What follows belongs to an exercise in optimizing a design on an open flow for small area; a production flow would make more cautious choices.
At most, simulation tests tie the RTL to the original design; equivalence was not proved.
Only the layout flow was run in runs 1 and 2; the RTL was not checked for function there.
Power is estimated from default activity; no workload was simulated.

==> design/flow/config.mk <==
export PLATFORM = sky130hd
export DESIGN_NAME = auto_level_match_gain_core
export DESIGN_NICKNAME = auto_level_match_gain_core
export VERILOG_FILES = /design/flow/design.v
export SDC_FILE = /design/flow/constraint.sdc
export NUM_CORES = 4
export LEC_CHECK = 0
export CAP_MARGIN = 20
export CORE_MARGIN = 2
export CORE_UTILIZATION = 70
export SLEW_MARGIN = 20
==> design/flow/standard.sh <==
#!/bin/bash
# synth_recipe.tcl (not shown) runs the flow's synth.tcl, then flattens the netlist and writes it again
# the make line also repeats each setting of config.mk as NAME=value (left out here)
make -C /OpenROAD-flow-scripts/flow DESIGN_CONFIG=/design/flow/config.mk WORK_HOME=/design/flow/orfs CLKGATE_MAP_FILE= SYNTH_SCRIPT=/design/flow/synth_recipe.tcl "${@:-finish}"
==> design/flow/flow/run.sh <==
#!/bin/bash
# The standard layout (standard.sh, ORFS from synthesis to finish) with three changes
# passed to ORFS through its own variables:
#  - the port buffers are sky130_fd_sc_hd__buf_1 instead of the default choice;
#  - clock tree synthesis uses clkbuf_8 buffers, sink clusters of 16 and no dummy loads.
# All of ORFS's output goes to standard.log here; each ORFS step also keeps its own log
# under orfs/logs.
set -euo pipefail
export BUFFER_PORTS_ARGS="-buffer_cell sky130_fd_sc_hd__buf_1"
export CTS_ARGS="-sink_clustering_enable -repair_clock_nets -dont_use_dummy_load -buf_list sky130_fd_sc_hd__clkbuf_8 -sink_clustering_size 16 -sink_clustering_max_diameter 35"
bash standard.sh > standard.log 2>&1
==> design/flow/constraint.sdc <==
create_clock -name core_clock -period 10.0 [get_ports {clock}]
set_input_delay 2.0000 -clock core_clock [delete_from_list [all_inputs] [get_ports {clock}]]
set_output_delay 2.0000 -clock core_clock [all_outputs]
set_load 0.01 [all_outputs]
==> design/flow/design.v <==
`timescale 1ns / 1ps
`default_nettype none
package alm_pkg;
   localparam int SAMPLE_WIDTH = 24;
   localparam int ENERGY_WIDTH = 48;
   localparam int COEF_WIDTH   = 32;
   localparam int GAIN_WIDTH   = 32;
   localparam int GAIN_OUT_WIDTH = 31;
   localparam int BOOT_WIDTH   = 17;
   localparam int CSR_INDEX_WIDTH = 3;
   localparam int CSR_DATA_WIDTH  = 48;
   localparam logic [COEF_WIDTH-1:0]   RST_ENERGY_COEF    = 32'd4294862000;
   localparam logic [COEF_WIDTH-1:0]   RST_ACTIVITY_COEF  = 32'd4293849000;
   localparam logic [COEF_WIDTH-1:0]   RST_GAIN_UP_COEF   = 32'd4294868000;
   localparam logic [COEF_WIDTH-1:0]   RST_GAIN_DOWN_COEF = 32'd4294768000;
   localparam logic [COEF_WIDTH-1:0]   RST_BOOT_COEF      = 32'd4294154000;
   localparam logic [BOOT_WIDTH-1:0]   RST_BOOT_LENGTH    = 17'd16800;
   localparam logic [ENERGY_WIDTH-1:0] RST_GATE_ENERGY    = 48'd22250000;
endpackage
`default_nettype wire
`timescale 1ns / 1ps
`default_nettype none
module auto_level_match_gain_core (
   input  wire logic         clock,
   input  wire logic         reset,
   input  wire logic         req_valid,
   output logic              req_ready,
   input  wire logic [95:0]  req_data,
   output logic              rsp_valid,
   input  wire logic         rsp_ready,
   output logic [78:0]       rsp_data,
   input  wire logic         csr_wr_en,
   input  wire logic [2:0]   csr_index,
   input  wire logic [47:0]  csr_wdata
);
   localparam logic [47:0] C_UNITY = 48'h0000_4000_0000;
   localparam logic [47:0] C_MIN_G = 48'h0000_2d4e_fbe2;
   localparam logic [47:0] C_MAX_G = 48'h0000_5a67_0388;
   localparam logic [47:0] C_R30   = 48'h0000_4000_0000;
   localparam logic [19:0] C_BOOT  = 20'(alm_pkg::RST_BOOT_LENGTH);
   localparam logic [4:0] ST_IDLE = 5'd0;
   localparam logic [4:0] ST_INIT = 5'd1;
   localparam logic [4:0] ST_SQR  = 5'd2;    
   localparam logic [4:0] ST_SH1  = 5'd3;    
   localparam logic [4:0] ST_BLR  = 5'd4;    
   localparam logic [4:0] ST_BLA  = 5'd5;    
   localparam logic [4:0] ST_ACT  = 5'd6;    
   localparam logic [4:0] ST_SQP  = 5'd7;    
   localparam logic [4:0] ST_SH2  = 5'd8;    
   localparam logic [4:0] ST_BLP  = 5'd9;    
   localparam logic [4:0] ST_DIV1 = 5'd10;   
   localparam logic [4:0] ST_DIV  = 5'd11;   
   localparam logic [4:0] ST_ROOT = 5'd12;   
   localparam logic [4:0] ST_TGT  = 5'd13;   
   localparam logic [4:0] ST_BLG  = 5'd14;   
   localparam logic [4:0] ST_GWR  = 5'd15;   
   localparam logic [4:0] ST_SCL  = 5'd16;   
   localparam logic [4:0] ST_SCR  = 5'd17;   
   localparam logic [4:0] ST_OWR  = 5'd18;   
   logic [31:0] energy_coef, activity_coef, up_coef, down_coef, boot_coef;
   logic [16:0] boot_length;
   logic [47:0] gate_energy;
   wire [47:0] wd_one  = csr_wdata | {48{reset}};
   wire [47:0] wd_zero = csr_wdata & ~{48{reset}};
   function automatic logic [47:0] wd_for(input logic [47:0] rst_val);
      for (int i = 0; i < 48; i++) wd_for[i] = rst_val[i] ? wd_one[i] : wd_zero[i];
   endfunction
   wire [47:0] wd_energy   = wd_for(48'(alm_pkg::RST_ENERGY_COEF));
   wire [47:0] wd_activity = wd_for(48'(alm_pkg::RST_ACTIVITY_COEF));
   wire [47:0] wd_up       = wd_for(48'(alm_pkg::RST_GAIN_UP_COEF));
   wire [47:0] wd_down     = wd_for(48'(alm_pkg::RST_GAIN_DOWN_COEF));
   wire [47:0] wd_boot     = wd_for(48'(alm_pkg::RST_BOOT_COEF));
   wire [47:0] wd_blen     = wd_for(48'(alm_pkg::RST_BOOT_LENGTH));
   wire [47:0] wd_gate     = wd_for(alm_pkg::RST_GATE_ENERGY);
   wire [6:0]  csr_en;
   for (genvar k = 0; k < 7; k++) begin : g_en
      assign csr_en[k] = reset | (csr_wr_en && csr_index == 3'(k));
   end
   always_ff @(posedge clock) begin
      if (csr_en[0]) energy_coef   <= wd_energy[31:0];
      if (csr_en[1]) activity_coef <= wd_activity[31:0];
      if (csr_en[2]) up_coef       <= wd_up[31:0];
      if (csr_en[3]) down_coef     <= wd_down[31:0];
      if (csr_en[4]) boot_coef     <= wd_boot[31:0];
      if (csr_en[5]) boot_length   <= wd_blen[16:0];
      if (csr_en[6]) gate_energy   <= wd_gate;
   end
   logic [3:0] ph;          
   logic [4:0] step;
   logic [5:0] pass;        
   logic       rsp_valid_r;
   wire ph0    = (ph == 4'd0);
   wire ph_end = (ph == 4'd11);
   wire busy   = (step != ST_IDLE);
   wire first  = (pass == 6'd0);
   logic [5:0] pass_max;
   always_comb begin
      case (step)
         ST_SQR, ST_SQP: pass_max = 6'd23;
         ST_BLR, ST_BLA, ST_BLP, ST_BLG, ST_SCL, ST_SCR: pass_max = 6'd31;
         ST_DIV: pass_max = 6'd61;
         default: pass_max = 6'd0;
      endcase
   end
   wire last = (pass == pass_max);
   assign req_ready = (step == ST_IDLE) && !rsp_valid_r && ph_end;
   wire accept = req_valid && req_ready;
   always_ff @(posedge clock) begin
      if (reset) begin
         ph          <= 4'd0;
         step        <= ST_INIT;
         pass        <= 6'd0;
         rsp_valid_r <= 1'b0;
      end else begin
         ph <= ph_end ? 4'd0 : ph + 4'd1;
         if (rsp_valid_r && rsp_ready) rsp_valid_r <= 1'b0;
         if (step == ST_IDLE) begin
            if (accept) step <= ST_SQR;
         end else if (ph_end) begin
            if (last) begin
               pass <= 6'd0;
               if (step == ST_INIT) begin
                  step <= ST_IDLE;
               end else if (step == ST_OWR) begin
                  step        <= ST_IDLE;
                  rsp_valid_r <= 1'b1;
               end else begin
                  step <= step + 5'd1;
               end
            end else begin
               pass <= pass + 6'd1;
            end
         end
      end
   end
   logic [47:0] acc_r, re_r, pe_r, ac_r;    
   logic [23:0] ql_r, qh_r;                 
   logic [23:0] pl_r, pr_r;                 
   logic [15:0] tl_r, th_r;                 
   logic [15:0] bl_r;                       
   logic        b16_r;                      
   logic [31:0] gn_r;                       
   wire [3:0] acc_h = acc_r[3:0];
   wire [3:0] acc_n = acc_r[7:4];
   wire [3:0] re_h  = re_r[3:0];
   wire [3:0] re_n  = re_r[7:4];
   wire [3:0] pe_h  = pe_r[3:0];
   wire [3:0] pe_n  = pe_r[7:4];
   wire [3:0] ac_h  = ac_r[3:0];
   wire [3:0] ac_n  = ac_r[7:4];
   wire       lo_half = (ph < 4'd6);
   wire [3:0] qr_h  = lo_half ? ql_r[3:0] : qh_r[3:0];
   wire [3:0] qr_n  = (ph < 4'd5) ? ql_r[7:4] : qh_r[7:4];
   wire [3:0] tg_h  = (ph < 4'd4) ? tl_r[3:0] : (ph < 4'd8) ? th_r[3:0] : 4'd0;
   wire [3:0] tg_n  = (ph < 4'd3) ? tl_r[7:4] : (ph < 4'd7) ? th_r[7:4] : 4'd0;
   wire [3:0] gn_h  = (ph < 4'd8) ? gn_r[3:0] : 4'd0;
   wire [3:0] gn_n  = (ph < 4'd7) ? gn_r[7:4] : 4'd0;
   wire [3:0] pl_h  = pl_r[3:0];
   wire [3:0] pr_h  = pr_r[3:0];
   wire [3:0] bt_h  = (ph < 4'd4) ? bl_r[3:0] : {3'd0, b16_r & (ph == 4'd4)};
   wire [3:0] uni_d  = C_UNITY[{ph, 2'b00} +: 4];
   wire [3:0] min_d  = C_MIN_G[{ph, 2'b00} +: 4];
   wire [3:0] max_d  = C_MAX_G[{ph, 2'b00} +: 4];
   wire [3:0] r30_d  = C_R30[{ph, 2'b00} +: 4];
   wire [3:0] rstb_d = (ph < 4'd5) ? C_BOOT[{ph[2:0], 2'b00} +: 4] : 4'd0;
   logic [3:0] gate_d;
   always_comb begin
      logic [3:0] g1 [6];
      logic [3:0] g2 [3];
      for (int k = 0; k < 6; k++) g1[k] = ph[0] ? gate_energy[8*k+4 +: 4] : gate_energy[8*k +: 4];
      for (int k = 0; k < 3; k++) g2[k] = ph[1] ? g1[2*k+1] : g1[2*k];
      gate_d = ph[3] ? g2[2] : (ph[2] ? g2[1] : g2[0]);
   end
   wire [3:0] blen_d = (ph < 4'd4) ? boot_length[{ph[1:0], 2'b00} +: 4] :
                       {3'd0, boot_length[16] & (ph == 4'd4)};
   function automatic logic [3:0] shr1(input logic [3:0] h, input logic [3:0] n,
                                       input logic at_end);
      shr1 = {at_end ? h[3] : n[0], h[3:1]};
   endfunction
   logic        sgn_rl, sgn_rr, sgn_pl, sgn_pr;
   logic        mb1, mb2, mbn1, mbn2;         
   logic        c1_r, c2_r, c3_r, bor_r;
   logic [1:0]  dA_r, dR_r, dQ_r;
   logic [2:0]  dT_r;
   logic        dP_r;
   logic        f1_r, f2_r;                   
   logic        gtq_n, act_n, ge4_n, lt4_n, lo_n, hi_n, tgt_n, nz;
   wire         gtq = ~gtq_n, active = ~act_n, ge4 = ~ge4_n, lt4 = ~lt4_n;
   wire         lo_f = ~lo_n, hi_f = ~hi_n, tgt_gt = ~tgt_n;
   function automatic logic le_carry(input logic [3:0] x, input logic [3:0] y, input logic c);
      logic [4:0] t;
      t = {1'b0, y} + {1'b0, ~x} + {4'd0, c};
      le_carry = t[4];
   endfunction
   logic        qlast, qa, b_r;
   logic        sgn_out;
   function automatic logic bit32(input logic [31:0] x, input logic [4:0] i);
      logic [15:0] l1;
      logic [7:0]  l2;
      logic [3:0]  l3;
      logic [1:0]  l4;
      for (int k = 0; k < 16; k++) l1[k] = i[0] ? x[2*k+1] : x[2*k];
      for (int k = 0; k < 8; k++)  l2[k] = i[1] ? l1[2*k+1] : l1[2*k];
      for (int k = 0; k < 4; k++)  l3[k] = i[2] ? l2[2*k+1] : l2[2*k];
      for (int k = 0; k < 2; k++)  l4[k] = i[3] ? l3[2*k+1] : l3[2*k];
      bit32 = i[4] ? l4[1] : l4[0];
   endfunction
   wire [4:0] jb = pass[4:0];
   wire use_boot = active && nz;
   wire cb_energy   = bit32(energy_coef, jb);
   wire cb_activity = bit32(activity_coef, jb);
   wire cb_up       = bit32(up_coef, jb);
   wire cb_down     = bit32(down_coef, jb);
   wire cb_boot     = bit32(boot_coef, jb);
   logic cb;
   always_comb begin
      case (step)
         ST_BLA:  cb = cb_activity;
         ST_BLG:  cb = use_boot ? cb_boot : (tgt_gt ? cb_up : cb_down);
         default: cb = cb_energy;
      endcase
   end
   logic [3:0] a1, x1, x2, out1;
   logic       ci1, ci2;
   logic [3:0] a2, b2, out2;
   logic       ci3;
   logic       co1, co2, co3;
   logic [4:0] s1;
   logic       is_sq, is_bl, is_sc, sq_step;
   logic [3:0] m1, m2, bl_a, bl_x;
   logic       mbe1, mbe2, neg1, neg2;
   logic [3:0] p2;
   logic       first_sq;
   logic [3:0] qr_sq, tg_sq;
   logic [1:0] dQ_e;
   logic [2:0] dT_e;
   logic       b_e, srs_e;
   logic [3:0] tq, root_d, tgt_d, sat_d, gn_ins;
   logic [1:0] qq;
   logic [3:0] acc_shl1;
   logic       d1_e;
   logic [3:0] acc_shr1;
   always_comb begin
      is_sq = (step == ST_SQR) || (step == ST_SQP);
      is_bl = (step == ST_BLR) || (step == ST_BLA) || (step == ST_BLP) || (step == ST_BLG);
      is_sc = (step == ST_SCL) || (step == ST_SCR);
      d1_e     = ph0 ? 1'b0 : dA_r[1];
      acc_shl1 = {acc_h[2:0], d1_e};
      acc_shr1 = {ph_end ? (is_sc & acc_h[3]) : acc_n[0], acc_h[3:1]};
      m1 = (step == ST_SQR) ? (lo_half ? qh_r[3:0] : {4{sgn_rl}}) :
                              (lo_half ? pl_h : {4{sgn_pl}});
      m2 = (step == ST_SQR) ? (lo_half ? ql_r[3:0] : {4{sgn_rr}}) :
                              (lo_half ? pr_h : {4{sgn_pr}});
      mbe1 = first ? ((step == ST_SQR) ? sgn_rl : sgn_pl) : mb1;
      mbe2 = first ? ((step == ST_SQR) ? sgn_rr : sgn_pr) : mb2;
      neg1 = first && mbe1;
      neg2 = first && mbe2;
      case (step)
         ST_BLR:  bl_x = cb ? re_h : qr_h;
         ST_BLP:  bl_x = cb ? pe_h : qr_h;
         ST_BLA:  bl_x = cb ? ac_h : 4'd0;
         default: bl_x = cb ? gn_h : tg_h;
      endcase
      case (step)
         ST_BLR:  x2 = cb ? re_n : qr_n;    
         ST_BLP:  x2 = cb ? pe_n : qr_n;
         ST_BLA:  x2 = cb ? ac_n : 4'd0;
         default: x2 = cb ? gn_n : tg_n;
      endcase
      if (first && step == ST_BLA)      bl_a = 4'd0;
      else if (first && step == ST_BLG) bl_a = tg_h;
      else                              bl_a = acc_h;
      p2 = lo_half ? {((step == ST_SCL) ? pl_h[2:0] : pr_h[2:0]), dP_r & !ph0}
                   : {4{(step == ST_SCL) ? sgn_pl : sgn_pr}};
      a1 = 4'd0; x1 = 4'd0; ci1 = 1'b0; ci2 = 1'b0;
      if (is_sq) begin
         a1  = first ? 4'd0 : acc_shl1;
         x1  = (mbe1 ? m1 : 4'd0) ^ {4{neg1}};
         ci1 = neg1;
         ci2 = neg2;
      end else if (step == ST_SH1 || step == ST_SH2) begin
         a1 = acc_shr1;
      end else if (is_bl) begin
         if (first && step == ST_BLA)      a1 = 4'd0;
         else if (first && step == ST_BLG) a1 = shr1(tg_h, tg_n, ph_end);
         else                              a1 = acc_shr1;
         x1  = shr1(bl_x, x2, ph_end);
         ci1 = bl_a[0] & bl_x[0];
      end else if (step == ST_DIV1) begin
         a1 = re_h;
         x1 = ~acc_shl1;
      end else if (step == ST_DIV) begin
         a1  = first ? acc_h : acc_shl1;
         x1  = qlast ? ~pe_h : pe_h;
         ci1 = ~qlast;
      end else if (is_sc) begin
         a1 = first ? r30_d : acc_shr1;
         x1 = mb1 ? p2 : 4'd0;
      end
      s1 = {1'b0, a1} + {1'b0, x1} + {4'd0, (ph0 ? ci1 : c1_r)};
      co1 = s1[4];
      {co2, out1} = {1'b0, s1[3:0]} +
                    {1'b0, (is_sq ? ((mbe2 ? m2 : 4'd0) ^ {4{neg2}}) : 4'd0)} +
                    {4'd0, (ph0 ? ci2 : c2_r)};
      first_sq = (pass == 6'd1);
      qq       = {qa, qlast};
      qr_sq    = first_sq ? 4'd0 : qr_h;
      tg_sq    = (first_sq && step == ST_DIV) ? 4'd0 : tg_h;
      b_e      = (first_sq && step == ST_DIV) ? 1'b0 : b_r;
      srs_e    = first_sq ? 1'b1 : b_r;
      dQ_e     = ph0 ? qq : dQ_r;
      dT_e     = ph0 ? {b_e, ~srs_e, 1'b1} : dT_r;
      a2       = {qr_sq[1:0], dQ_e};
      tq       = {tg_sq[0], dT_e};
      b2       = srs_e ? ~tq : tq;
      ci3      = srs_e;
      {co3, out2} = {1'b0, a2} + {1'b0, b2} + {4'd0, (ph0 ? ci3 : c3_r)};
      root_d   = {tg_sq[2:0], dT_e[2]};
      if (!active)    tgt_d = uni_d;
      else if (ge4)   tgt_d = max_d;
      else if (lt4)   tgt_d = min_d;
      else if (lo_f)  tgt_d = min_d;
      else if (hi_f)  tgt_d = max_d;
      else            tgt_d = tg_h;
      if (f1_r || f2_r) sat_d = acc_h;
      else if (sgn_out) sat_d = (ph == 4'd5) ? 4'b1000 : 4'b0000;
      else              sat_d = (ph == 4'd5) ? 4'b0111 : 4'b1111;
      if (step == ST_INIT)     gn_ins = uni_d;
      else if (step == ST_GWR) gn_ins = (f1_r || f2_r) ? uni_d : acc_h;
      else                     gn_ins = gn_r[3:0];
   end
   logic [4:0] nx;
   always_comb begin
      if (is_sq)               nx = 5'd22 - pass[4:0];
      else if (step == ST_GWR) nx = 5'd0;
      else                     nx = pass[4:0] + 5'd1;
   end
   wire nx_hit = (ph == {1'b0, nx[4:2]});
   wire [3:0] cap1 = is_sq ? ((step == ST_SQR) ? qh_r[3:0] : pl_h) : gn_ins;
   wire [3:0] cap2 = (step == ST_SQR) ? ql_r[3:0] : pr_h;
   wire [3:0] bdec;
   wire       bdec_bo;
   assign {bdec_bo, bdec} = {1'b0, bt_h} - {4'd0, (ph0 ? 1'b1 : bor_r)};
   always_ff @(posedge clock) begin
      c1_r  <= co1;
      c2_r  <= co2;
      c3_r  <= co3;
      bor_r <= bdec_bo;
      dA_r  <= acc_h[3:2];
      dR_r  <= re_h[3:2];
      dQ_r  <= qr_sq[3:2];
      dT_r  <= tg_sq[3:1];
      dP_r  <= (step == ST_SCL) ? pl_h[3] : pr_h[3];
      acc_r <= {acc_r[3:0], acc_r[47:4]};
      re_r  <= {re_r[3:0], re_r[47:4]};
      pe_r  <= {pe_r[3:0], pe_r[47:4]};
      ac_r  <= {ac_r[3:0], ac_r[47:4]};
      ql_r  <= {ql_r[3:0], ql_r[23:4]};
      qh_r  <= {qh_r[3:0], qh_r[23:4]};
      tl_r  <= {tl_r[3:0], tl_r[15:4]};
      th_r  <= {th_r[3:0], th_r[15:4]};
      bl_r  <= {bl_r[3:0], bl_r[15:4]};
      if (accept) begin
         qh_r   <= req_data[95:72];
         ql_r   <= req_data[71:48];
         pl_r   <= req_data[47:24];
         pr_r   <= req_data[23:0];
         sgn_rl <= req_data[95];
         sgn_rr <= req_data[71];
         sgn_pl <= req_data[47];
         sgn_pr <= req_data[23];
      end else if (busy) begin
         pl_r <= {pl_r[3:0], pl_r[23:4]};
         pr_r <= {pr_r[3:0], pr_r[23:4]};
         case (step)
            ST_INIT: begin
               re_r[47:44] <= 4'd0;
               pe_r[47:44] <= 4'd0;
               ac_r[47:44] <= 4'd0;
               if (ph < 4'd4) bl_r[15:12] <= rstb_d;
               if (ph == 4'd4) b16_r <= 1'b0;
            end
            ST_SQR, ST_SQP, ST_BLR, ST_BLP, ST_BLG, ST_SCL, ST_DIV1, ST_DIV: begin
               acc_r[47:44] <= out1;
            end
            ST_SH1, ST_SH2: begin
               acc_r[47:44] <= out1;
               if (lo_half) ql_r[23:20] <= out1;
               else         qh_r[23:20] <= out1;
            end
            ST_BLA: begin
               acc_r[47:44] <= out1;
               if (first) re_r[47:44] <= acc_h;
            end
            ST_ACT: begin
               ac_r[47:44] <= gtq ? qr_h : acc_h;
            end
            ST_SCR: begin
               acc_r[47:44] <= out1;
               if (first && lo_half) pl_r[23:20] <= sat_d;
            end
            ST_OWR: begin
               if (lo_half) pr_r[23:20] <= sat_d;
            end
            default: ;
         endcase
         if (step == ST_DIV1) begin
            pe_r[47:44] <= active ? acc_h : 4'd0;
            re_r[47:44] <= active ? re_h : 4'd0;
         end
         if (step == ST_DIV && pass[0]) begin
            if (lo_half) ql_r[23:20] <= out2;
            else         qh_r[23:20] <= out2;
         end
         if ((step == ST_DIV && pass[0]) || step == ST_ROOT || step == ST_TGT) begin
            if (ph < 4'd4)      tl_r[15:12] <= (step == ST_TGT) ? tgt_d : root_d;
            else if (ph < 4'd8) th_r[15:12] <= (step == ST_TGT) ? tgt_d : root_d;
         end
         if (step == ST_TGT && (!active || nz)) begin
            if (ph < 4'd4)  bl_r[15:12] <= active ? bdec : blen_d;
            if (ph == 4'd4) b16_r <= active ? bdec[0] : boot_length[16];
         end
      end
      if (busy && ph < 4'd8) gn_r <= {gn_ins, gn_r[31:4]};
      if (nx_hit) begin
         mbn1 <= cap1[nx[1:0]];
         mbn2 <= cap2[nx[1:0]];
      end
      if (ph_end) begin
         mb1 <= mbn1;
         mb2 <= mbn2;
      end
      if (ph_end) begin
         if (step == ST_DIV1 || step == ST_DIV) begin
            qa    <= qlast;
            qlast <= ~out1[3];
         end
         if (step == ST_DIV && pass[0]) b_r <= ~out2[3];
         if (is_sc && last) sgn_out <= out1[3];
      end
      if (step == ST_BLA && last) gtq_n <= le_carry(qr_h, out1, ph0 | gtq_n);
      if (step == ST_ACT) act_n <= le_carry(gtq ? qr_h : acc_h, gate_d, ph0 | act_n);
      if (step == ST_DIV1) begin
         ge4_n <= le_carry(re_h, {acc_h[1:0], ph0 ? 2'b10 : dA_r}, ph0 | ge4_n) |
                  (ph_end & |acc_h[3:2]);
         lt4_n <= le_carry(acc_h, {re_h[1:0], ph0 ? 2'b11 : dR_r}, ph0 | lt4_n) |
                  (ph_end & |re_h[3:2]);
      end
      if (step == ST_ROOT) begin
         lo_n <= le_carry(min_d, root_d, ph0 | lo_n);
         hi_n <= le_carry(root_d, max_d, ph0 | hi_n);
      end
      if (step == ST_TGT) tgt_n <= le_carry(tgt_d, gn_h, ph0 | tgt_n);
      if (step == ST_ROOT) nz <= (ph0 ? 1'b0 : nz) | (|bt_h);
      if (step == ST_BLG && last) begin
         f1_r <= (ph0 ? 1'b1 : f1_r) &
                 (((out1 ^ uni_d) & (ph0 ? 4'b1110 : 4'b1111)) == 4'd0);
         f2_r <= (ph0 ? 1'b1 : f2_r) &
                 (out1 == ((ph < 4'd7) ? 4'hF : (ph == 4'd7) ? 4'h3 : 4'h0));
      end
      if (is_sc && last) begin
         if (ph == 4'd5) begin
            f1_r <= ~out1[3];
            f2_r <= out1[3];
         end else if (ph > 4'd5) begin
            f1_r <= f1_r & (out1 == 4'h0);
            f2_r <= f2_r & (out1 == 4'hF);
         end
      end
   end
   assign rsp_valid = rsp_valid_r;
   assign rsp_data  = {pl_r, pr_r, gn_r[30:0]};
endmodule
`default_nettype wire
==> flow_metrics.env, run 1 <==
export IMPL_synth_cells=1901
export IMPL_initial_core_util=0.714
export IMPL_rows=69
export IMPL_io_buffers=232
export IMPL_post_cts_buffers=0
export IMPL_worstPathArrival_ns=7.68
export IMPL_routedWlPerCell_um=26.5
export IMPL_power_density_nw_per_um2=184
export IMPL_antenna_found_initial=1
export IMPL_endpoint_kind="flip-flop"
export IMPL_cts_tree="done"
export IMPL_design_area_um2=27700
export IMPL_hold_buffers=0
export IMPL_max_slew_worst_pin_slew_ns=1.12
export IMPL_clock_latency_ns=0.69
export IMPL_critPathMaxFanout=32
export IMPL_grt_first_pass_wirelength_um=103000
export IMPL_p_leak_nw=10.2
export IMPL_ys_ff_latch=650
export IMPL_critPathLaunchType="flip-flop"
export IMPL_yosys_warnings=3
export IMPL_die_area_um2=38000
export IMPL_clk_path_buf_depth=3
export IMPL_totalWireLength_um=68700
export IMPL_dr_pass1_iters=5
export IMPL_fin_crit_ns=7.09
export IMPL_place_gp_congestion=0.960
export IMPL_synth_area_per_cell_um2=13.4
export IMPL_finalHoldViolCount=0
export IMPL_cts_sinks=650
export IMPL_synth_most_common_cell="edfxtp_1"
export IMPL_synthTopCellsByArea="edfxtp_1 38%, dfxtp_1 25%, mux2_2 4.6%"
export IMPL_fmax_ghz=0.141
export IMPL_vias_per_cell=6.52
export IMPL_antenna_cells=0
export IMPL_critical_path_max_stage_delay_ns=0.89
export IMPL_grt_pass1_vias=16700
export IMPL_min_path_cells=0
export IMPL_drc_errors=0
export IMPL_multi_input_area_um2=8480
export IMPL_ys_flop_type="edfxtp_1"
export IMPL_antenna_left=0
export IMPL_area_growth_pct=8.49
export IMPL_nFillCells=2130
export IMPL_period_share=0.709
export IMPL_synth_fp_nets=2113
export IMPL_synth_common_cells="326 x edfxtp_1, 324 x dfxtp_1, 128 x nand2_1, 105 x mux2_2, 103 x nor2_1"
export IMPL_die_w_um=195
export IMPL_core_um2=35700
export IMPL_crit_slowest_cell="dfxtp_2"
export IMPL_synth_edff_count=326
export IMPL_overflow=0
export IMPL_criticalPathCategory="flip-flop to flip-flop"
export IMPL_drv_cap=0
export IMPL_dpl_cell_area_um2=26600
export IMPL_setup_violations_final=0
export IMPL_synth_top_cell_area_share=0.384
export IMPL_path_clk_slew_ns=0.07
export IMPL_post_dp_hpwl_um=48600
export IMPL_vias=16900
export IMPL_rsz0062_at_grt="no"
export IMPL_die_height_um=195
export IMPL_fin_nets=2342
export IMPL_hold_path_class="flip-flop to flip-flop"
export IMPL_cts_buffers=81
export IMPL_drv_slew=0
export IMPL_ys_async_sr_fraction=0
export IMPL_cts_root_buf="clkbuf_8"
export IMPL_fin_setup_tns_ns=0
export IMPL_drive_above_1_share=0.145
export IMPL_grt_start_max_net_pins=71
export IMPL_seq_area_frac_synth=0.638
export IMPL_status="no timing/DRC/antenna violations"
export IMPL_rr_worst_depth=23
export IMPL_yosysUniqueCellTypes=79
export IMPL_io_pins=233
export IMPL_htree_levels=3
export IMPL_relSlewSlack=0.246
export IMPL_synth_area_um2=25500
export IMPL_drt_iter0_markers=2026
export IMPL_regArea_um2=16300
export IMPL_postCtsResizedCells=0
export IMPL_synth_area_leader_cell="edfxtp_1"
export IMPL_grt_usage=0.367
export IMPL_required_ns=10.59
export IMPL_peakVddDrop_mv=0.158
export IMPL_final_setup_skew_ns=0.116
export IMPL_worstPathCellList="buf_4 -> mux4_1 -> mux2_2 -> a221oi_1 -> or4_1 -> o31a_1 -> and2_4 -> mux2i_1 -> a2111oi_0 -> nor2_1 -> fa_1 -> inv_1 -> fa_1 -> ha_1 -> nor2b_1 -> o21ai_0 -> nand2b_1 -> xor2_1 -> inv_1 -> a22oi_1 -> nor2_1 -> o21ai_0 -> a221o_1"
## per-layer routing
metal	wire length, um	GRT usage
met5	0	0
met1	27400	0.517
met4	2320	0.126
met2	31200	0.560
met3	7770	0.0942
## metrics by stage
| stage | utilization | setup WS (ns) | cells | hold slack, ns | power, mW |
|---|---|---|---|---|---|
| 2_1_floorplan | - | 4.55 | 1901 | 0.310 | 3.37 |
| 3_3_place_gp | 0.743 | 3.14 | 2508 | 0.310 | 3.54 |
| 3_5_place_dp | 0.743 | 2.97 | 2508 | 0.312 | 3.57 |
| 4_1_cts | 0.774 | 2.93 | 2589 | 0.290 | 5.09 |
| 5_1_grt | 0.775 | 2.40 | 2589 | 0.292 | 5.24 |
| 6_report | 0.775 | 2.91 | 2589 | 0.287 | 5.08 |
## final cells by class
| class | count | share of cell area |
|---|---|---|
| Clock buffer | 81 | 0.0403 |
| Inverter | 48 | 0.00651 |
| Multi-Input combinational cell | 1093 | 0.306 |
| Sequential cell | 650 | 0.588 |
| Tap cell | 461 | 0.0208 |
| Timing Repair Buffer | 256 | 0.0380 |
## cells by family (layout without fill, tap and decap cells)
kind of cell / after synthesis / count (layout) / share of synthesized area
flops: 650 / 650 / 0.638
buf+inv: 158 / 385 / 0.0310
mux: 213 / 213 / 0.116
xor+xnor: 26 / 26 / 0.00892
compound gates: 324 / 324 / 0.0824
simple gates: 470 / 470 / 0.0926
fa+ha+maj: 60 / 60 / 0.0312
## cells in the final DEF, fill, tap and decap left out, drive strengths merged, types with 29 or more instances in the layout
| master | netlist | routed |
|---|---|---|
| nand2 | 128 | 128 |
| dfxtp | 324 | 324 |
| inv | 45 | 45 |
| nor2 | 103 | 103 |
| o21ai | 87 | 87 |
| mux2 | 106 | 106 |
| clkbuf | 61 | 82 |
| or2 | 31 | 31 |
| edfxtp | 326 | 326 |
| mux4 | 54 | 54 |
| ha | 54 | 54 |
| a21oi | 85 | 85 |
| buf | 49 | 255 |
| nand2b | 29 | 29 |
| mux2i | 53 | 53 |
| nor2b | 73 | 73 |
## path summary, 6_finish.rpt
check                 from        to  slack [ns]
hold reg to reg   re_r[42]  re_r[38]        0.29
setup / recovery   pass[0]  qh_r[23]        2.91
setup reg to reg   pass[0]  qh_r[23]        2.91
hold / removal    re_r[42]  re_r[38]        0.29
## registers in the layout (all words and copies together), names as in the netlist, 4 cells and up
signal,flops
ac_r,48
acc_r,48
th_r,16
energy_coef,32
pl_r,24
tl_r,16
boot_coef,32
boot_length,17
gate_energy,48
ql_r,24
pass_max,4
pe_r,48
down_coef,32
pr_r,24
up_coef,32
bl_r,16
gn_r,32
pass,6
qh_r,24
activity_coef,32
step,5
ph,4
re_r,48
## worst max-delay path: cells and delay by family (launching register included)
kind / cells / cell delay, ns
XOR/XNOR: 1 / 0.46
AO/OA/AOI/OAI: 7 / 1.75
AND/OR/NAND/NOR: 6 / 0.91
flip-flops: 1 / 0.89
multiplexers: 3 / 1.01
adder cells (fa/ha/maj): 3 / 1.15
buffers and inverters: 3 / 0.86
## power by group
part	internal, mW	switching [mW]
sequential	2.98	0.0899
clock	0.715	0.836
combinational	0.187	0.270
total	3.89	1.20
==> run 2: changes to the inputs <==
==> design/flow/flow/run.sh (replaced) <==
#!/bin/bash
# The standard layout (standard.sh, ORFS from synthesis to finish) with three changes
# passed to ORFS through its own variables:
#  - the port buffers are sky130_fd_sc_hd__buf_1 instead of the default choice;
#  - clock tree synthesis uses clkbuf_4 or clkbuf_8 buffers, sink clusters of 12 and no dummy loads.
# All of ORFS's output goes to standard.log here; each ORFS step also keeps its own log
# under orfs/logs.
set -euo pipefail
export BUFFER_PORTS_ARGS="-buffer_cell sky130_fd_sc_hd__buf_1"
export CTS_ARGS="-sink_clustering_enable -repair_clock_nets -dont_use_dummy_load -buf_list \"sky130_fd_sc_hd__clkbuf_4 sky130_fd_sc_hd__clkbuf_8\" -sink_clustering_size 12 -sink_clustering_max_diameter 30"
bash standard.sh > standard.log 2>&1
==> run 2 against run 1 <==
  * Combinational power about the same
  * Non-clock buffer count unchanged
  * Critical path depth did not move
  * Largest power group unchanged
  * Still clean on timing, DRC and antenna
  * Die area did not move
  * Worst setup slack better by 0.019 ns
  * Critical endpoint unchanged
  * Synthesized cell count unchanged
==> flow_metrics.env, run 2 <==
export IMPL_synth_most_common_cell="edfxtp_1"
export IMPL_power_density_nw_per_um2=189
export IMPL_final_setup_skew_ns=0.0972
export IMPL_hold_path_class="flip-flop to flip-flop"
export IMPL_antenna_cells=0
export IMPL_p_leak_nw=10.3
export IMPL_die_area_um2=38000
export IMPL_period_share=0.707
export IMPL_reg2reg_from="pass[0]"
export IMPL_drv_cap=0
export IMPL_grt_first_pass_wirelength_um=104000
export IMPL_htree_levels=3
export IMPL_synth_top_cell_area_share=0.384
export IMPL_synth_area_leader_cell="edfxtp_1"
export IMPL_fin_crit_ns=7.07
export IMPL_synth_area_per_cell_um2=13.4
export IMPL_area_growth_pct=9.46
export IMPL_cts_buffers=99
export IMPL_core_um2=35700
export IMPL_fin_nets=2360
export IMPL_clkPwrFrac=0.330
export IMPL_final_common_cell="edfxtp_1"
export IMPL_grt_pass1_vias=17000
export IMPL_synth_common_cells="326 x edfxtp_1, 324 x dfxtp_1, 128 x nand2_1, 105 x mux2_2, 103 x nor2_1"
export IMPL_max_slew_worst_pin_slew_ns=1.15
export IMPL_critPathLaunchType="flip-flop"
export IMPL_relSlewSlack=0.230
export IMPL_synth_cells=1901
export IMPL_seq_area_frac_synth=0.638
export IMPL_fmax_ghz=0.141
export IMPL_rsz0062_at_grt="no"
export IMPL_critPathMaxFanout=32
export IMPL_die_height_um=195
export IMPL_instances_no_fill=2607
export IMPL_required_ns=10.58
export IMPL_die_w_um=195
export IMPL_drt_iter0_markers=2292
export IMPL_setup_violations_final=0
export IMPL_worstSetupStartpoint="pass[0]"
export IMPL_ys_ff_latch=650
export IMPL_cts_root_buf="clkbuf_8"
export IMPL_drive_above_1_share=0.152
export IMPL_overflow=0
export IMPL_yosys_warnings=3
export IMPL_ys_flop_type="edfxtp_1"
export IMPL_power_frac_comb=0.087
export IMPL_routedWlPerCell_um=26.6
export IMPL_grt_start_max_net_pins=71
export IMPL_synthTopCellsByArea="edfxtp_1 38%, dfxtp_1 25%, mux2_2 4.6%"
export IMPL_drv_slew=0
export IMPL_post_dp_hpwl_um=48600
export IMPL_yosysUniqueCellTypes=79
export IMPL_place_gp_congestion=0.960
export IMPL_worstPathArrival_ns=7.65
export IMPL_antenna_left=0
export IMPL_io_buffers=232
export IMPL_criticalPathCategory="flip-flop to flip-flop"
export IMPL_post_cts_buffers=0
export IMPL_drc_errors=0
export IMPL_cts_tree="done"
export IMPL_dr_pass1_iters=6
export IMPL_hold_buffers=0
export IMPL_dp_cells=2508
export IMPL_cts_sinks=650
export IMPL_r2r_setup_slack_ns=2.93
export IMPL_path_clk_slew_ns=0.08
export IMPL_endpoint_kind="flip-flop"
export IMPL_synth_fp_nets=2113
export IMPL_synth_edff_count=326
export IMPL_p_sw_mw=1.24
export IMPL_peakVddDrop_mv=0.170
export IMPL_rr_worst_depth=23
export IMPL_totalWireLength_um=69300
export IMPL_clk_path_buf_depth=3
export IMPL_postCtsResizedCells=0
export IMPL_vias_per_cell=6.50
export IMPL_vias=16900
export IMPL_crit_end="qh_r[23]"
export IMPL_swShare=0.235
export IMPL_ys_async_sr_fraction=0
export IMPL_synth_area_um2=25500
export IMPL_rows=69
export IMPL_status="no timing/DRC/antenna violations"
export IMPL_power_frac_seq=0.583
export IMPL_fin_setup_tns_ns=0
export IMPL_initial_core_util=0.714
export IMPL_clock_latency_ns=0.69
export IMPL_r2r_end="qh_r[23]"
export IMPL_internal_power_mw=4.04
export IMPL_io_pins=233
export IMPL_finalHoldViolCount=0
export IMPL_antenna_found_initial=3
export IMPL_final_cell_mix="326 x edfxtp_1, 323 x dfxtp_1, 231 x buf_1"
export IMPL_grt_usage=0.369
export IMPL_hold_start="bl_r[13]"
[run 2: changes by cell type in the layout (fill, tap and decap cells not counted)]
cell and change:
clkbuf_8 +18
[run 2: critical path: stages (launching register included)]
cell	delay, ns
dfxtp_2	0.89
buf_4	0.57
mux4_1	0.62
mux2_2	0.29
a221oi_1	0.23
or4_1	0.18
o31a_1	0.22
and2_4	0.26
mux2i_1	0.10
a2111oi_0	0.43
nor2_1	0.14
fa_1	0.40
inv_1	0.09
fa_1	0.45
ha_1	0.30
nor2b_1	0.12
o21ai_0	0.15
nand2b_1	0.12
xor2_1	0.44
inv_1	0.18
a22oi_1	0.34
nor2_1	0.09
o21ai_0	0.20
a221o_1	0.16
[run 2: layout make-up]
| class | instances | area [um2] |
|---|---|---|
| multi-input combinational | 1093 | 8480 |
| fill | 2111 | 7810 |
| sequential | 650 | 16300 |
| tap | 461 | 577 |
| inverter | 48 | 180 |
| clock buffer | 99 | 1360 |
| timing repair buffer | 256 | 1050 |
[run 2: layer usage]
layer  GRT usage  up-vias  share of wire
li1            -     7401              -
met3      0.0961      183           0.12
met4       0.141        4          0.035
met2       0.567     1148           0.46
met1       0.512     8209           0.39
met5           0        -        0.00040
[run 2: logic make-up (layout without fill, tap and decap cells)]
family | count (synthesis) | in the layout | synth area share
compound gates | 324 | 324 | 0.0824
xor+xnor | 26 | 26 | 0.00892
fa+ha+maj | 60 | 60 | 0.0312
buf+inv | 158 | 403 | 0.0310
flops | 650 | 650 | 0.638
mux | 213 | 213 | 0.116
simple gates | 470 | 470 | 0.0926
[run 2: power by group through the flow]
stage	Combinational (mW)	Clock, mW	Sequential [mW]
floorplan	0.275	0	3.10
global placement	0.426	0	3.12
detailed placement	0.442	0	3.13
CTS	0.451	1.76	3.08
global route	0.494	1.85	3.09
finish	0.459	1.74	3.08
[run 2: per-stage QoR]
step | util | power [mW] | cell area, um2 | worst slack, ns | hold slack, ns
after CTS | 0.781 | 5.29 | 27900 | 2.90 | 0.292
after global routing | 0.782 | 5.44 | 27900 | 2.34 | 0.296
after detailed placement | 0.743 | 3.57 | 26600 | 2.97 | 0.312
final | 0.782 | 5.28 | 27900 | 2.93 | 0.289
after floorplan | - | 3.37 | 25500 | 4.55 | 0.310
after global placement | 0.743 | 3.54 | 26600 | 3.14 | 0.310
[run 2: worst min path at each step]
stage | endpoint | slack, ns | cells past startpoint
after global placement | acc_r[22] | 0.31 | 0
final | bl_r[9] | 0.29 | 0
after floorplan | ac_r[10] | 0.31 | 0
after detailed placement | acc_r[37] | 0.31 | 0
after global routing | acc_r[3] | 0.30 | 0
after CTS | re_r[38] | 0.29 | 0
==> run 3: changes to the inputs <==
--- a/design/flow/design.v
+++ b/design/flow/design.v
@@ -97,5 +97,5 @@
    always_comb begin
       case (step)
-         ST_SQR, ST_SQP: pass_max = 6'd23;
+         ST_SQR, ST_SQP: pass_max = 6'd47;
          ST_BLR, ST_BLA, ST_BLP, ST_BLG, ST_SCL, ST_SCR: pass_max = 6'd31;
          ST_DIV: pass_max = 6'd61;
@@ -179,6 +179,6 @@
    endfunction
    logic        sgn_rl, sgn_rr, sgn_pl, sgn_pr;
-   logic        mb1, mb2, mbn1, mbn2;         
-   logic        c1_r, c2_r, c3_r, bor_r;
+   logic        mb1, mbn1;                    
+   logic        c1_r, c3_r, bor_r;
    logic [1:0]  dA_r, dR_r, dQ_r;
    logic [2:0]  dT_r;
@@ -222,12 +222,12 @@
    end
    logic [3:0] a1, x1, x2, out1;
-   logic       ci1, ci2;
+   logic       ci1;
    logic [3:0] a2, b2, out2;
    logic       ci3;
-   logic       co1, co2, co3;
+   logic       co1, co3;
    logic [4:0] s1;
    logic       is_sq, is_bl, is_sc, sq_step;
-   logic [3:0] m1, m2, bl_a, bl_x;
-   logic       mbe1, mbe2, neg1, neg2;
+   logic [3:0] m1, bl_a, bl_x;
+   logic       mbe1, neg1, sq_a, sq_top, sgn_sq;
    logic [3:0] p2;
    logic       first_sq;
@@ -248,12 +248,11 @@
       acc_shl1 = {acc_h[2:0], d1_e};
       acc_shr1 = {ph_end ? (is_sc & acc_h[3]) : acc_n[0], acc_h[3:1]};
-      m1 = (step == ST_SQR) ? (lo_half ? qh_r[3:0] : {4{sgn_rl}}) :
-                              (lo_half ? pl_h : {4{sgn_pl}});
-      m2 = (step == ST_SQR) ? (lo_half ? ql_r[3:0] : {4{sgn_rr}}) :
-                              (lo_half ? pr_h : {4{sgn_pr}});
-      mbe1 = first ? ((step == ST_SQR) ? sgn_rl : sgn_pl) : mb1;
-      mbe2 = first ? ((step == ST_SQR) ? sgn_rr : sgn_pr) : mb2;
-      neg1 = first && mbe1;
-      neg2 = first && mbe2;
+      sq_a   = ~pass[0];
+      sq_top = (pass[5:1] == 5'd0);
+      sgn_sq = (step == ST_SQR) ? (sq_a ? sgn_rl : sgn_rr) : (sq_a ? sgn_pl : sgn_pr);
+      m1 = lo_half ? ((step == ST_SQR) ? (sq_a ? qh_r[3:0] : ql_r[3:0]) : (sq_a ? pl_h : pr_h))
+                   : {4{sgn_sq}};
+      mbe1 = sq_top ? sgn_sq : mb1;
+      neg1 = sq_top && mbe1;
       case (step)
          ST_BLR:  bl_x = cb ? re_h : qr_h;
@@ -273,10 +272,9 @@
       p2 = lo_half ? {((step == ST_SCL) ? pl_h[2:0] : pr_h[2:0]), dP_r & !ph0}
                    : {4{(step == ST_SCL) ? sgn_pl : sgn_pr}};
-      a1 = 4'd0; x1 = 4'd0; ci1 = 1'b0; ci2 = 1'b0;
+      a1 = 4'd0; x1 = 4'd0; ci1 = 1'b0;
       if (is_sq) begin
-         a1  = first ? 4'd0 : acc_shl1;
+         a1  = !sq_a ? acc_h : first ? 4'd0 : acc_shl1;
          x1  = (mbe1 ? m1 : 4'd0) ^ {4{neg1}};
          ci1 = neg1;
-         ci2 = neg2;
       end else if (step == ST_SH1 || step == ST_SH2) begin
          a1 = acc_shr1;
@@ -300,7 +298,5 @@
       s1 = {1'b0, a1} + {1'b0, x1} + {4'd0, (ph0 ? ci1 : c1_r)};
       co1 = s1[4];
-      {co2, out1} = {1'b0, s1[3:0]} +
-                    {1'b0, (is_sq ? ((mbe2 ? m2 : 4'd0) ^ {4{neg2}}) : 4'd0)} +
-                    {4'd0, (ph0 ? ci2 : c2_r)};
+      out1 = s1[3:0];
       first_sq = (pass == 6'd1);
       qq       = {qa, qlast};
@@ -332,11 +328,11 @@
    logic [4:0] nx;
    always_comb begin
-      if (is_sq)               nx = 5'd22 - pass[4:0];
+      if (is_sq)               nx = (sq_a ? 5'd23 : 5'd22) - pass[5:1];
       else if (step == ST_GWR) nx = 5'd0;
       else                     nx = pass[4:0] + 5'd1;
    end
    wire nx_hit = (ph == {1'b0, nx[4:2]});
-   wire [3:0] cap1 = is_sq ? ((step == ST_SQR) ? qh_r[3:0] : pl_h) : gn_ins;
-   wire [3:0] cap2 = (step == ST_SQR) ? ql_r[3:0] : pr_h;
+   wire [3:0] cap1 = is_sq ? ((step == ST_SQR) ? (sq_a ? ql_r[3:0] : qh_r[3:0])
+                                               : (sq_a ? pr_h : pl_h)) : gn_ins;
    wire [3:0] bdec;
    wire       bdec_bo;
@@ -344,5 +340,4 @@
    always_ff @(posedge clock) begin
       c1_r  <= co1;
-      c2_r  <= co2;
       c3_r  <= co3;
       bor_r <= bdec_bo;
@@ -425,9 +420,7 @@
       if (nx_hit) begin
          mbn1 <= cap1[nx[1:0]];
-         mbn2 <= cap2[nx[1:0]];
       end
       if (ph_end) begin
          mb1 <= mbn1;
-         mb2 <= mbn2;
       end
       if (ph_end) begin
==> design/flow/flow/run.sh (replaced) <==
#!/bin/bash
# The standard layout (standard.sh, ORFS from synthesis to finish) with three changes
# passed to ORFS through its own variables:
#  - the port buffers are sky130_fd_sc_hd__buf_1 instead of the default choice;
#  - clock tree synthesis uses clkbuf_16 buffers, sink clusters of up to 36 and no dummy loads.
# All of ORFS's output goes to standard.log here; each ORFS step also keeps its own log
# under orfs/logs.
set -euo pipefail
export BUFFER_PORTS_ARGS="-buffer_cell sky130_fd_sc_hd__buf_1"
export CTS_ARGS="-sink_clustering_enable -repair_clock_nets -dont_use_dummy_load -buf_list sky130_fd_sc_hd__clkbuf_16 -sink_clustering_size 36 -sink_clustering_max_diameter 70"
bash standard.sh > standard.log 2>&1
--- a/design/flow/config.mk
+++ b/design/flow/config.mk
@@ -6,6 +6,6 @@
 export NUM_CORES = 4
 export LEC_CHECK = 0
-export CAP_MARGIN = 20
+export CAP_MARGIN = 0
 export CORE_MARGIN = 2
 export CORE_UTILIZATION = 70
-export SLEW_MARGIN = 20
+export SLEW_MARGIN = 0
==> run 3 against run 2 <==
  * Still clean
  * First-iteration DRC count decreased by 23%
  * Combinational power decreased by 9.4%
  * Clock power decreased by 25%
  * Utilization decreased by 1.9 points
  * Global-route usage decreased by 3.2 points
==> flow_metrics.env, run 3 <==
export IMPL_status="no timing/DRC/antenna violations"
export IMPL_grt_start_max_net_pins=88
export IMPL_fin_setup_tns_ns=0
export IMPL_synth_top_cell_area_share=0.385
export IMPL_endpoint_kind="flip-flop"
export IMPL_crit_buf_inv=2
export IMPL_drive_above_1_share=0.134
export IMPL_cts_tree="done"
export IMPL_antenna_cells=0
export IMPL_setup_violations_final=0
export IMPL_clock_latency_ns=0.62
export IMPL_drc_errors=0
export IMPL_ys_ff_latch=647
export IMPL_post_cts_buffers=0
export IMPL_cts_buffers=31
export IMPL_final_setup_skew_ns=0.0952
export IMPL_synth_area_per_cell_um2=13.4
export IMPL_dr_pass1_iters=5
export IMPL_grt_first_pass_wirelength_um=95900
export IMPL_postCtsResizedCells=0
export IMPL_final_cell_mix="324 x edfxtp_1, 321 x dfxtp_1, 231 x buf_1"
export IMPL_yosys_warnings=3
export IMPL_max_slew_worst_pin_slew_ns=1.09
export IMPL_drv_slew=0
export IMPL_area_growth_pct=7.29
export IMPL_core_um2=35600
export IMPL_ys_flop_type="edfxtp_1"
export IMPL_hold_buffers=0
export IMPL_synth_area_leader_cell="edfxtp_1"
export IMPL_critPathMaxFanout=43
export IMPL_grt_usage=0.337
export IMPL_rsz0062_at_grt="no"
export IMPL_period_share=0.602
export IMPL_drv_cap=0
export IMPL_relSlewSlack=0.272
export IMPL_peakVddDrop_mv=0.267
export IMPL_setup_ws_ns=3.98
export IMPL_post_dp_hpwl_um=46300
export IMPL_yosysUniqueCellTypes=81
export IMPL_design_area_um2=27100
export IMPL_critPathLaunchType="flip-flop"
export IMPL_cts_sinks=647
export IMPL_fin_nets=2274
export IMPL_cts_root_buf="clkbuf_16"
export IMPL_dpl_cell_area_um2=26400
export IMPL_finalHoldViolCount=0
export IMPL_overflow=0
export IMPL_io_buffers=232
export IMPL_clk_path_buf_depth=3
export IMPL_antenna_found_initial=0
export IMPL_die_w_um=194
export IMPL_hold_path_class="flip-flop to flip-flop"
export IMPL_ys_async_sr_fraction=0
export IMPL_use_met3=0.0475
export IMPL_rows=69
export IMPL_dp_slack_ns=4.15
export IMPL_synth_area_um2=25300
export IMPL_path_clk_slew_ns=0.10
export IMPL_vias=16300
export IMPL_grt_pass1_vias=15900
export IMPL_critical_path_max_stage_delay_ns=0.63
export IMPL_synth_most_common_cell="edfxtp_1"
export IMPL_die_height_um=194
export IMPL_critical_path_top_delay_family="adder cells"
export IMPL_vias_per_cell=6.44
export IMPL_crit_slowest_cell="buf_4"
export IMPL_fin_crit_ns=6.02
export IMPL_power_density_nw_per_um2=175
export IMPL_synth_common_cells="324 x edfxtp_1, 323 x dfxtp_1, 137 x nand2_1, 107 x nor2_1, 97 x mux2_2"
export IMPL_die_area_um2=37700
export IMPL_final_common_cell="edfxtp_1"
export IMPL_routedWlPerCell_um=25.4
export IMPL_place_gp_congestion=0.939
export IMPL_io_pins=233
export IMPL_synth_edff_count=324
export IMPL_initial_core_util=0.711
export IMPL_drt_iter0_markers=1762
export IMPL_seq_area_frac_synth=0.640
export IMPL_totalWireLength_um=64200
export IMPL_synth_fp_nets=2101
export IMPL_worstPathCellList="buf_4 -> mux4_2 -> mux2i_1 -> o22ai_1 -> nor4_1 -> nor4_2 -> nor2_2 -> mux2i_1 -> a31oi_1 -> fa_1 -> fa_1 -> xor2_1 -> inv_1 -> ha_1 -> nor2b_1 -> o21ai_0 -> nand2b_1"
export IMPL_required_ns=10.34
export IMPL_synth_cells=1892
export IMPL_fmax_ghz=0.166
export IMPL_grt_util_met2=0.570
export IMPL_worstPathArrival_ns=6.35
export IMPL_grt_busiest_layer="met2"
export IMPL_synthTopCellsByArea="edfxtp_1 38%, dfxtp_1 26%, mux4_2 5.3%"
export IMPL_p_leak_nw=9.97
export IMPL_htree_levels=1
export IMPL_use_met1=0.438
export IMPL_antenna_left=0
export IMPL_criticalPathCategory="flip-flop to flip-flop"
-- run 3: cell types whose count changed after synthesis, sizes merged, moves of 5 or more --
cell / before / now
buf: 49 / 66
mux2i: 53 / 42
mux2: 106 / 97
nand2: 128 / 137
o22ai: 25 / 16
a211oi: 13 / 5
clkbuf: 61 / 55
mux4: 54 / 60
a21oi: 85 / 80
and2: 15 / 10
and3: 9 / 4
nor2: 103 / 108
-- run 3: metal layers --
metal	wire length, um	vias to the layer above	share of wire
met2	32100	952	0.50
met4	3060	0	0.048
met3	5380	176	0.084
met1	23600	7930	0.37
li1	-	7208	-
met5	0	-	0
-- run 3: logic make-up (layout without fill, tap and decap cells) --
| kind of cell | count (synthesis) | count (layout) | share of synthesized area |
|---|---|---|---|
| AOI/OAI and AO/OA | 308 | 308 | 0.0794 |
| xor gates and xnor gates | 26 | 26 | 0.00901 |
| adders and majority gates | 57 | 57 | 0.0294 |
| buffers and inverters | 170 | 341 | 0.0320 |
| DFF | 647 | 647 | 0.640 |
| muxes | 199 | 199 | 0.113 |
| and+or+nand+nor | 485 | 485 | 0.0965 |
-- run 3: area by class of cell --
type / instances / area, um2
timing repair buffer: 261 / 1090
multi-input combinational: 1075 / 8300
inverter: 49 / 184
clock buffer: 31 / 776
sequential: 647 / 16200
fill: 2121 / 8440
tap: 461 / 577
-- run 3: report_power, final --
part	internal [mW]	total (mW)	switching (mW)	leakage [nW]
registers	2.96	3.04	0.0825	5.94
clock network	0.551	1.30	0.748	0.382
logic	0.179	0.416	0.237	3.65
total	3.69	4.75	1.07	9.97
-- run 3: worst paths after layout --
check	startpoint	to	slack, ns	depth (start not counted)
max	pass[0]	gtq_n	3.98	17
min	acc_r[43]	acc_r[39]	0.27	0
max reg2reg	pass[0]	gtq_n	3.98	17
min reg2reg	acc_r[43]	acc_r[39]	0.27	0
-- run 3: per-stage QoR --
stage	hold WS (ns)	std cells	util	power (mW)
floorplan	0.310	1892	-	3.33
global placement	0.310	2493	0.741	3.48
detailed placement	0.312	2493	0.741	3.51
CTS	0.270	2524	0.763	4.76
global route	0.272	2524	0.763	4.90
finish	0.270	2524	0.763	4.75
==> run 4: changes to the inputs <==
--- a/design/flow/config.mk
+++ b/design/flow/config.mk
@@ -6,6 +6,6 @@
 export NUM_CORES = 4
 export LEC_CHECK = 0
-export CAP_MARGIN = 0
+export CAP_MARGIN = 20
 export CORE_MARGIN = 2
 export CORE_UTILIZATION = 70
-export SLEW_MARGIN = 0
+export SLEW_MARGIN = 20
==> run 4 against run 3 <==
  * Die area unchanged
  * Non-clock buffer count up 1
  * Via count up 0.14%
==> flow_metrics.env, run 4 <==
export IMPL_synth_common_cells="324 x edfxtp_1, 323 x dfxtp_1, 137 x nand2_1, 107 x nor2_1, 97 x mux2_2"
export IMPL_grt_first_pass_wirelength_um=95900
export IMPL_seq_area_frac_synth=0.640
export IMPL_multi_input_area_um2=8300
export IMPL_ys_flop_type="edfxtp_1"
export IMPL_vias_per_cell=6.45
export IMPL_crit_slowest_cell="buf_4"
export IMPL_postLayoutCoreUtil=0.763
export IMPL_worstSetupStartpoint="pass[0]"
export IMPL_die_height_um=194
export IMPL_crit_buf_inv=2
export IMPL_yosysUniqueCellTypes=81
export IMPL_path_clk_slew_ns=0.10
export IMPL_hold_start="acc_r[43]"
export IMPL_postCtsResizedCells=0
export IMPL_reg2reg_from="pass[0]"
export IMPL_critical_path_max_stage_delay_ns=0.63
export IMPL_finalHoldViolCount=0
export IMPL_dp_slack_ns=4.15
export IMPL_synth_top_cell_area_share=0.385
export IMPL_drc_errors=0
export IMPL_post_dp_hpwl_um=46300
export IMPL_ys_ff_latch=647
export IMPL_dr_pass1_iters=6
export IMPL_p_leak_nw=9.97
export IMPL_area_growth_pct=7.32
export IMPL_grt_pass1_vias=15900
export IMPL_fin_setup_tns_ns=0
export IMPL_synth_cells=1892
export IMPL_criticalPathCategory="flip-flop to flip-flop"
export IMPL_cts_root_buf="clkbuf_16"
export IMPL_peakVddDrop_mv=0.268
export IMPL_synth_area_per_cell_um2=13.4
export IMPL_critPathMaxFanout=43
export IMPL_grt_busiest_layer="met2"
export IMPL_overflow=0
export IMPL_synth_area_um2=25300
export IMPL_drive_above_1_share=0.134
export IMPL_htree_levels=1
export IMPL_drv_cap=0
export IMPL_design_area_um2=27100
export IMPL_endpoint_kind="flip-flop"
export IMPL_vias=16300
export IMPL_power_density_nw_per_um2=175
export IMPL_die_area_um2=37700
export IMPL_critical_path_top_delay_family="adder cells"
export IMPL_grt_usage=0.337
export IMPL_rsz0062_at_grt="no"
export IMPL_fin_crit_ns=5.96
export IMPL_io_pins=233
export IMPL_synth_most_common_cell="edfxtp_1"
export IMPL_worstPathArrival_ns=6.30
export IMPL_synth_edff_count=324
export IMPL_post_cts_buffers=0
export IMPL_place_gp_congestion=0.939
export IMPL_yosys_warnings=3
export IMPL_max_slew_worst_pin_slew_ns=1.05
export IMPL_use_met3=0.0475
export IMPL_clock_latency_ns=0.62
export IMPL_cts_tree="done"
export IMPL_totalWireLength_um=64300
export IMPL_final_common_cell="edfxtp_1"
export IMPL_required_ns=10.34
export IMPL_grt_start_max_net_pins=88
export IMPL_relSlewSlack=0.298
export IMPL_cts_buffers=31
export IMPL_min_path_cells=0
export IMPL_clk_path_buf_depth=3
export IMPL_grt_util_met2=0.570
export IMPL_period_share=0.596
export IMPL_whs_ns=0.270
export IMPL_synthTopCellsByArea="edfxtp_1 38%, dfxtp_1 26%, mux4_2 5.3%"
export IMPL_die_w_um=194
export IMPL_routedWlPerCell_um=25.5
export IMPL_worstPathCellList="buf_4 -> mux4_2 -> mux2i_1 -> o22ai_1 -> nor4_1 -> nor4_2 -> nor2_2 -> mux2i_1 -> a31oi_1 -> fa_1 -> fa_1 -> xor2_1 -> inv_1 -> ha_1 -> nor2b_1 -> o21ai_0 -> nand2b_1"
export IMPL_drv_slew=0
export IMPL_antenna_found_initial=0
export IMPL_setup_ws_ns=4.04
export IMPL_io_buffers=232
export IMPL_synth_area_leader_cell="edfxtp_1"
export IMPL_instances_no_fill=2525
export IMPL_initial_core_util=0.711
export IMPL_power_mw=4.75
export IMPL_fin_nets=2275
export IMPL_synth_fp_nets=2101
export IMPL_dpl_cell_area_um2=26400
export IMPL_final_setup_skew_ns=0.0920
export IMPL_rr_worst_depth=17
export IMPL_core_um2=35600
export IMPL_dp_cells=2493
export IMPL_rows=69
export IMPL_critPathLaunchType="flip-flop"
export IMPL_regArea_um2=16200
export IMPL_hold_buffers=0
export IMPL_hold_path_class="flip-flop to flip-flop"
export IMPL_fmax_ghz=0.168
export IMPL_cts_sinks=647
export IMPL_use_met1=0.438
export IMPL_antenna_left=0
export IMPL_nFillCells=2121
export IMPL_setup_violations_final=0
export IMPL_drt_iter0_markers=1778
export IMPL_ys_async_sr_fraction=0
export IMPL_antenna_cells=0
export IMPL_final_cell_mix="324 x edfxtp_1, 321 x dfxtp_1, 231 x buf_1"
export IMPL_worst_path_stages=17
export IMPL_status="no timing/DRC/antenna violations"
[run 4: cell types whose count changed in the layout (fill, tap and decap cells not counted), sizes merged]
cell	before	now
buf	261	262
[run 4: kinds of logic after synthesis]
family	share of synthesized area
AOI/OAI and AO/OA	0.0794
xor gates and xnor gates	0.00901
adders and majority gates	0.0294
buffers and inverters	0.0320
DFF	0.640
muxes	0.113
and+or+nand+nor	0.0965
[run 4: final timing paths]
| check | slack [ns] | end |
|---|---|---|
| worst max-delay path | 4.04 | gtq_n |
| worst min-delay path | 0.27 | acc_r[39] |
| worst max register to register | 4.04 | gtq_n |
| worst min register to register | 0.27 | acc_r[39] |
[run 4: layout make-up]
cell class,count,share of cell area
clock buffer,31,0.0286
inverter,49,0.00678
multi-input combinational,1075,0.306
sequential,647,0.597
tap,461,0.0213
timing repair buffer,262,0.0404
[run 4: power breakdown]
| group | internal (mW) | leakage, nW | switching (mW) |
|---|---|---|---|
| Sequential | 2.96 | 5.94 | 0.0821 |
| Clock | 0.550 | 0.382 | 0.742 |
| Combinational | 0.179 | 3.65 | 0.237 |
| Total | 3.69 | 9.97 | 1.06 |
[run 4: per-layer routing]
metal  part of all wire  wire, um
met1               0.37     23800
met2               0.50     32000
met3              0.083      5340
met4              0.048      3120
met5                  0         0
[run 4: worst register-to-register path, cell delays in order (launching register included)]
cell and delay [ns]:
dfxtp_4 0.57, buf_4 0.63, mux4_2 0.61, mux2i_1 0.19, o22ai_1 0.15, nor4_1 0.36, nor4_2 0.17, nor2_2 0.31
mux2i_1 0.25, a31oi_1 0.13, fa_1 0.47, fa_1 0.42, xor2_1 0.53, inv_1 0.23, ha_1 0.31, nor2b_1 0.12
o21ai_0 0.15, nand2b_1 0.07
==> run 5: changes to the inputs <==
==> design/flow/flow/run.sh (replaced) <==
#!/bin/bash
# The standard layout (standard.sh, ORFS from synthesis to finish) with three changes
# passed to ORFS through its own variables:
#  - the port buffers are sky130_fd_sc_hd__buf_1 instead of the default choice;
#  - clock tree synthesis uses clkbuf_16 buffers, sink clusters of up to 30 and no dummy loads.
# All of ORFS's output goes to standard.log here; each ORFS step also keeps its own log
# under orfs/logs.
set -euo pipefail
export BUFFER_PORTS_ARGS="-buffer_cell sky130_fd_sc_hd__buf_1"
export CTS_ARGS="-sink_clustering_enable -repair_clock_nets -dont_use_dummy_load -buf_list sky130_fd_sc_hd__clkbuf_16 -sink_clustering_size 30 -sink_clustering_max_diameter 55"
bash standard.sh > standard.log 2>&1
==> run 5 against run 4 <==
  * Utilization is 0.62 points higher
  * Wire length increased by 1.3%
  * Fmax is 0.22% lower
  * Critical path type unchanged
  * Critical endpoint unchanged
==> flow_metrics.env, run 5 <==
export IMPL_use_met3=0.0621
export IMPL_postCtsResizedCells=0
export IMPL_setup_violations_final=0
export IMPL_relSlewSlack=0.284
export IMPL_cts_root_buf="clkbuf_16"
export IMPL_die_w_um=194
export IMPL_clk_path_buf_depth=3
export IMPL_dp_cells=2493
export IMPL_clkPwrFrac=0.303
export IMPL_cts_buffers=40
export IMPL_finalHoldViolCount=0
export IMPL_seq_area_frac_synth=0.640
export IMPL_design_area_um2=27400
export IMPL_period_share=0.597
export IMPL_cts_tree="done"
export IMPL_ys_ff_latch=647
export IMPL_critPathLaunchType="flip-flop"
export IMPL_vias_per_cell=6.43
export IMPL_synth_area_per_cell_um2=13.4
export IMPL_internal_power_mw=3.85
export IMPL_final_setup_skew_ns=0.101
export IMPL_synthTopCellsByArea="edfxtp_1 38%, dfxtp_1 26%, mux4_2 5.3%"
export IMPL_drv_cap=0
export IMPL_synth_top_cell_area_share=0.385
export IMPL_io_buffers=232
export IMPL_die_area_um2=37700
export IMPL_dp_slack_ns=4.15
export IMPL_synth_area_leader_cell="edfxtp_1"
export IMPL_clock_latency_ns=0.60
export IMPL_fin_crit_ns=5.97
export IMPL_p_sw_mw=1.12
export IMPL_final_common_cell="edfxtp_1"
export IMPL_post_dp_hpwl_um=46300
export IMPL_rsz0062_at_grt="no"
export IMPL_drv_slew=0
export IMPL_setup_ws_ns=4.03
export IMPL_peakVddDrop_mv=0.214
export IMPL_io_pins=233
export IMPL_fin_setup_tns_ns=0
export IMPL_place_gp_congestion=0.939
export IMPL_antenna_left=0
export IMPL_synth_fp_nets=2101
export IMPL_drt_iter0_markers=2013
export IMPL_worstPathArrival_ns=6.28
export IMPL_regArea_um2=16200
export IMPL_antenna_cells=0
export IMPL_antenna_found_initial=0
export IMPL_max_slew_worst_pin_slew_ns=1.07
export IMPL_synth_edff_count=324
export IMPL_yosys_warnings=3
export IMPL_synth_area_um2=25300
export IMPL_totalWireLength_um=65100
export IMPL_rows=69
export IMPL_vias=16300
export IMPL_core_um2=35600
export IMPL_criticalPathCategory="flip-flop to flip-flop"
export IMPL_fin_nets=2283
export IMPL_power_frac_comb=0.084
export IMPL_nFillCells=2080
export IMPL_die_height_um=194
export IMPL_power_density_nw_per_um2=181
export IMPL_postLayoutCoreUtil=0.769
export IMPL_dr_pass1_iters=6
export IMPL_area_growth_pct=8.19
export IMPL_hold_buffers=0
export IMPL_ys_async_sr_fraction=0
export IMPL_yosysUniqueCellTypes=81
export IMPL_hold_path_class="flip-flop to flip-flop"
export IMPL_post_cts_buffers=0
export IMPL_status="no timing/DRC/antenna violations"
export IMPL_grt_first_pass_wirelength_um=96400
export IMPL_grt_pass1_vias=16000
export IMPL_use_met1=0.434
export IMPL_ys_flop_type="edfxtp_1"
export IMPL_power_frac_seq=0.613
export IMPL_htree_levels=2
export IMPL_grt_usage=0.343
export IMPL_instances_no_fill=2533
export IMPL_overflow=0
export IMPL_routedWlPerCell_um=25.7
export IMPL_grt_busiest_layer="met2"
export IMPL_p_leak_nw=10.1
export IMPL_path_clk_slew_ns=0.10
export IMPL_drc_errors=0
export IMPL_grt_util_met2=0.578
export IMPL_initial_core_util=0.711
export IMPL_final_cell_mix="324 x edfxtp_1, 321 x dfxtp_1, 231 x buf_1"
export IMPL_synth_cells=1892
export IMPL_critPathMaxFanout=43
export IMPL_cts_sinks=647
export IMPL_fmax_ghz=0.167
export IMPL_endpoint_kind="flip-flop"
export IMPL_drive_above_1_share=0.138
export IMPL_required_ns=10.31
export IMPL_synth_common_cells="324 x edfxtp_1, 323 x dfxtp_1, 137 x nand2_1, 107 x nor2_1, 97 x mux2_2"
export IMPL_grt_start_max_net_pins=88
export IMPL_dpl_cell_area_um2=26400
export IMPL_swShare=0.225
export IMPL_synth_most_common_cell="edfxtp_1"
export IMPL_multi_input_area_um2=8310
## run 5: cell counts after synthesis
Identical to the previous run, type by type.
## run 5: cell families after synthesis
kind of cell / count (synthesis) / synth area share
fa+ha+maj: 57 / 0.0294
xor+xnor: 26 / 0.00901
compound gates: 308 / 0.0794
flops: 647 / 0.640
simple gates: 485 / 0.0965
mux: 199 / 0.113
buf+inv: 170 / 0.0320
## run 5: worst max-delay path: stages (launching register included)
cell	delay, ns
dfxtp_4	0.57
buf_4	0.62
mux4_2	0.60
mux2i_1	0.19
o22ai_1	0.14
nor4_1	0.38
nor4_2	0.17
nor2_2	0.32
mux2i_1	0.25
a31oi_1	0.13
fa_1	0.47
fa_1	0.42
xor2_1	0.52
inv_1	0.22
ha_1	0.31
nor2b_1	0.12
o21ai_0	0.15
nand2b_1	0.07
## run 5: routing by layer
metal  vias to the layer above  share of wire
met1                      7951           0.37
met3                       204          0.079
li1                       7222              -
met5                         -              0
met2                       905           0.50
met4                         0          0.050
## run 5: power groups by stage
stage	sequential, mW	combinational (mW)	clock [mW]
floorplan	3.07	0.257	0
global placement	3.08	0.394	0
detailed placement	3.10	0.410	0
CTS	3.04	0.415	1.51
global route	3.05	0.450	1.59
finish	3.04	0.418	1.50
## run 5: layout make-up
class / count / area share
inverters: 49 / 0.00672
multi-input cells: 1075 / 0.304
flip-flops and latches: 647 / 0.592
repair buffers: 261 / 0.0398
well taps: 461 / 0.0211
clock buffers: 40 / 0.0366
## run 5: final timing paths
| path | depth (start not counted) | to | start | slack [ns] |
|---|---|---|---|---|
| max | 17 | gtq_n | pass[0] | 4.03 |
| min | 0 | acc_r[39] | acc_r[43] | 0.25 |
| max reg2reg | 17 | gtq_n | pass[0] | 4.03 |
| min reg2reg | 0 | acc_r[39] | acc_r[43] | 0.25 |
## run 5: metrics by stage
step / power (mW) / hold WS (ns)
5_1_grt: 5.10 / 0.254
3_3_place_gp: 3.48 / 0.310
6_report: 4.96 / 0.253
2_1_floorplan: 3.33 / 0.310
4_1_cts: 4.97 / 0.255
3_5_place_dp: 3.51 / 0.312

Re-timed with assumed drivers on the ports (clkbuf_16 on the clock, buf_2 on other inputs), run 5 has 4.029 ns of setup slack against 4.029 ns with ideal ports, and 4.029 ns once port delays also move by the mid clock arrival of 0.609 ns.
